This design comes from an exercise in tuning for small area, a short achievable clock period and few clock cycles per item on the open sky130 flow, not from production work.
In this exercise RTL edits were held to simulation tests only and were not proved equivalent to the original.

run 1:
Design rgb_to_hsv_converter, start of the top module:
module rgb_to_hsv_converter (
  input  wire logic        clk_i,
  input  wire logic        rst_ni,
  input  wire logic        in_valid_i,
  output logic             in_stall_o,
  input  wire logic [23:0] in_word_i,
  output logic             out_valid_o,
  input  wire logic        out_stall_i,
  output logic [30:0]      out_word_o
);
Size in the first run: ~2500 cells after synthesis, ~0.023 sq mm of cells after synthesis.
make LEC_CHECK=0 ABC_AREA=1 CAP_MARGIN=20 CORE_MARGIN=2 CORE_UTILIZATION=60 CTS_CLUSTER_DIAMETER=100 CTS_CLUSTER_SIZE=30 SETUP_SLACK_MARGIN=4.0 SLEW_MARGIN=20 finish   # period 7.5 ns
run.sh (not shown) runs the stock make flow with config.mk's settings and CLKGATE_MAP_FILE= SYNTH_SCRIPT=/design/flow/synth_recipe.tcl, a recipe that flattens the netlist after the stock synthesis.
Run 1 | status: complete | timing, DRC, antenna: pass
Testbench counts of run 1, summed over its fixed seeds: cycles 24,064, pixels 24,000.
#### Input delta (run 2 over run 1)
# run 1
export LEC_CHECK = 0
export ABC_AREA = 1
export CAP_MARGIN = 20
export CORE_MARGIN = 2
export CORE_UTILIZATION = 60
export CTS_CLUSTER_DIAMETER = 100
export CTS_CLUSTER_SIZE = 30
export SETUP_SLACK_MARGIN = 4.0
export SLEW_MARGIN = 20
create_clock -name core_clock -period 7.5 [get_ports {clk_i}]
# run 2
export LEC_CHECK = 0
export ABC_AREA = 1
export CAP_MARGIN = 20
export CORE_MARGIN = 2
export CORE_UTILIZATION = 60
export CTS_CLUSTER_DIAMETER = 90
export CTS_CLUSTER_SIZE = 36
export SETUP_SLACK_MARGIN = 4.0
export SLEW_MARGIN = 20
create_clock -name core_clock -period 7.5 [get_ports {clk_i}]
==> comparison <==
Comparing run 1 with run 2, the simple-gate share of the synthesized area came out essentially unchanged. Changes observed in run 2 relative to run 1: detailed-routed wire length on met3 has decreased, count of plain and timing-repair buffers in the layout has increased. Run 2 vs. run 1: register-to-register slack closely matched the old numbers; synthesis-to-layout area growth increased by 0.56 points relative to the old numbers.
Modified inputs, run 3 compared to run 2
# run 2
export LEC_CHECK = 0
export ABC_AREA = 1
export CAP_MARGIN = 20
export CORE_MARGIN = 2
export CORE_UTILIZATION = 60
export CTS_CLUSTER_DIAMETER = 90
export CTS_CLUSTER_SIZE = 36
export SETUP_SLACK_MARGIN = 4.0
export SLEW_MARGIN = 20
create_clock -name core_clock -period 7.5 [get_ports {clk_i}]
# run 3
export LEC_CHECK = 0
export ABC_AREA = 1
export CAP_MARGIN = 20
export CORE_MARGIN = 2
export CORE_UTILIZATION = 60
export SETUP_SLACK_MARGIN = 4.0
export SLEW_MARGIN = 20
create_clock -name core_clock -period 7.5 [get_ports {clk_i}]
- [run 3] worst hold slack fell 8.0 ps relative to run 2
- Reported for run 3 and run 2, well-tap cell count turned out identical to the last digit.
- When the final numbers for run 3 and run 2 were put side by side, the H-tree depth reported by CTS turned out to be greater in run 3.
- Compared with run 2, area of all placed cells without fillers in run 3 increased by a few percent.
- Run 3 vs run 2: area occupied by multi-input gates down
- When run 3 is measured against run 2, its clock-cell share of area turns out 2.9 points higher.
- Sequential share of the synthesized area essentially unchanged between run 3 and run 2.
- Relative to run 2, the sum of routed wire length over all layers measured on run 3 has increased slightly.
- Going from run 2 to run 3, the setup slack of the critical path after layout was found to have gone up by 42 ps.
Modified inputs, run 4 compared to run 3
# run 3
export LEC_CHECK = 0
export ABC_AREA = 1
export CAP_MARGIN = 20
export CORE_MARGIN = 2
export CORE_UTILIZATION = 60
export SETUP_SLACK_MARGIN = 4.0
export SLEW_MARGIN = 20
create_clock -name core_clock -period 7.5 [get_ports {clk_i}]
# run 4
export LEC_CHECK = 0
export ABC_AREA = 1
export CAP_MARGIN = 20
export CORE_MARGIN = 2
export CORE_UTILIZATION = 75
export SETUP_SLACK_MARGIN = 4.0
export SLEW_MARGIN = 20
create_clock -name core_clock -period 7.5 [get_ports {clk_i}]
--- outcome ---
- Non-clock buffer count (run 4 vs. run 3) increases by a little under 10%
- Summary: maximum frequency, run 4 worse than run 3
- Floorplan row count: higher on run 3

Another version of the RTL of rgb_to_hsv_converter (not shown whole).
Size: ~23000 sq um of cells after synthesis.
Settings: LEC_CHECK=0, ABC_AREA=1, CAP_MARGIN=20, CORE_MARGIN=2, CORE_UTILIZATION=60, SETUP_SLACK_MARGIN=4.3, SLEW_MARGIN=20; clock period 7.5 ns.
The baseline went through all stages and came out clean.
Testbench counts at the start, summed over its fixed seeds: cycles 24,064, pixels 24,000.
Change:
Settings changed: SETUP_SLACK_MARGIN 4.3 to 3.9.
Outcome: The new run produced a clean layout. Synthesized area does not change. Sequential cell count does not change. Maximum frequency went down by 3.7%. Global-route usage went down by 3.4 points. Worst setup slack got worse by 0.13 ns. Final area went down by 15%. Clock-buffer cell count went down by 4. Cell count went down by 6.9%.

rgb_to_hsv_converter, a different RTL version from the one above (not shown whole).
For scale: about 61 I/O pins, roughly 0.022 mm^2 of cells after synthesis.
clock: 7.5 ns
lec_check: 0
abc_area: 1
cap_margin: 20
core_margin: 2
core_utilization: 50
cts_cluster_diameter: 100
cts_cluster_size: 30
setup_slack_margin: 3.9
slew_margin: 20
Testbench counts at the start, summed over its fixed seeds: cycles 24,064, pixels 24,000.
Next try:
SETUP_SLACK_MARGIN = 4.0   (was 3.9)
Routed wire length came out higher by 1.8%. Worst hold slack barely changes. Cell area rises by 1.8%. Fmax goes up by 1.2%. Critical path depth is unchanged.

rgb_to_hsv_converter with an RTL version that a note above also has.
Size in the first run: ~2500 cells after synthesis, ~330 flip-flops, about 61 I/O pins, about 23000 um2 of cells after synthesis.
make LEC_CHECK=0 ABC_AREA=1 CAP_MARGIN=20 CORE_MARGIN=2 CORE_UTILIZATION=60 CTS_CLUSTER_DIAMETER=100 CTS_CLUSTER_SIZE=30 GPL_ROUTABILITY_DRIVEN=0 PLACE_DENSITY_LB_ADDON=0.1 SETUP_SLACK_MARGIN=4.0 SLEW_MARGIN=20 finish   # period 7.5 ns
The baseline went through all stages and came out clean.
Testbench counts at the start, summed over its fixed seeds: cycles 24,064, pixels 24,000.
Then changed:
- CTS_CLUSTER_DIAMETER: 100 -> default
- CTS_CLUSTER_SIZE: 30 -> default
- GPL_ROUTABILITY_DRIVEN: 0 -> default
- PLACE_DENSITY_LB_ADDON: 0.1 -> default
- TNS_END_PERCENT: default -> 10
The changed run passed the timing, design-rule and antenna checks.
Via count came out lower slightly.
Final cell count rises slightly.
Non-clock buffer count decreases by 30.
Wire length goes up slightly.
Critical path depth drops by 17.
Utilization is higher by 1.3 points.
Global-route usage increases by 0.86 points.
Register-to-register slack stays flat.

[static timing again, ports no longer ideal]
No port has a modelled driver above. Below, the same layouts with a new extraction and two added sets of constraints. Step 1 (the two cells are an assumption about what drives the block):
set clk [get_ports {clk_i}]
set_driving_cell -lib_cell sky130_fd_sc_hd__clkbuf_16 $clk
set_driving_cell -lib_cell sky130_fd_sc_hd__buf_2 [delete_from_list [all_inputs] $clk]
Step 2 moves the port delays by t, midway between the first and last clock arrival at a register: inputs arrive t later, outputs are due t later. That takes back most of the time a late clock gives input paths. Three values: ideal ports, drivers, drivers and shift; two values: the first two.
run | t (ns) | setup slack, ns | slew at the worst register clock pin (ns)
run 1 | 0.565 | 4.065 / 4.012 / 3.529 | 0.11 / 0.11
run 2 | 0.577 | 4.015 / 3.971 / 3.491 | 0.12 / 0.12
run 3 | 0.587 | 4.058 / 4.006 / 3.505 | 0.07 / 0.07
run 4 | 0.568 | 3.784 / 3.784 / 3.488 | 0.07 / 0.07
the first run of note 2 | 0.582 | 4.081 / 4.081 / 3.752 | 0.07 / 0.07
the second run of note 2 | 0.575 | 3.950 / 3.913 / 3.535 | 0.06 / 0.06
the first run of note 3 | 0.580 | 4.034 / 4.002 / 3.489 | 0.11 / 0.11
the second run of note 3 | 0.581 | 4.074 / 4.038 / 3.584 | 0.11 / 0.11
the first run of note 4 | 0.571 | 4.049 / 4.026 / 3.559 | 0.11 / 0.11
the second run of note 4 | 0.587 | 3.901 / 3.870 / 3.440 | 0.07 / 0.07
After both steps every run listed still meets setup and hold. For run 3, which loses most, drivers alone change the setup slack by -0.052 ns; drivers and shift together by -0.553 ns.
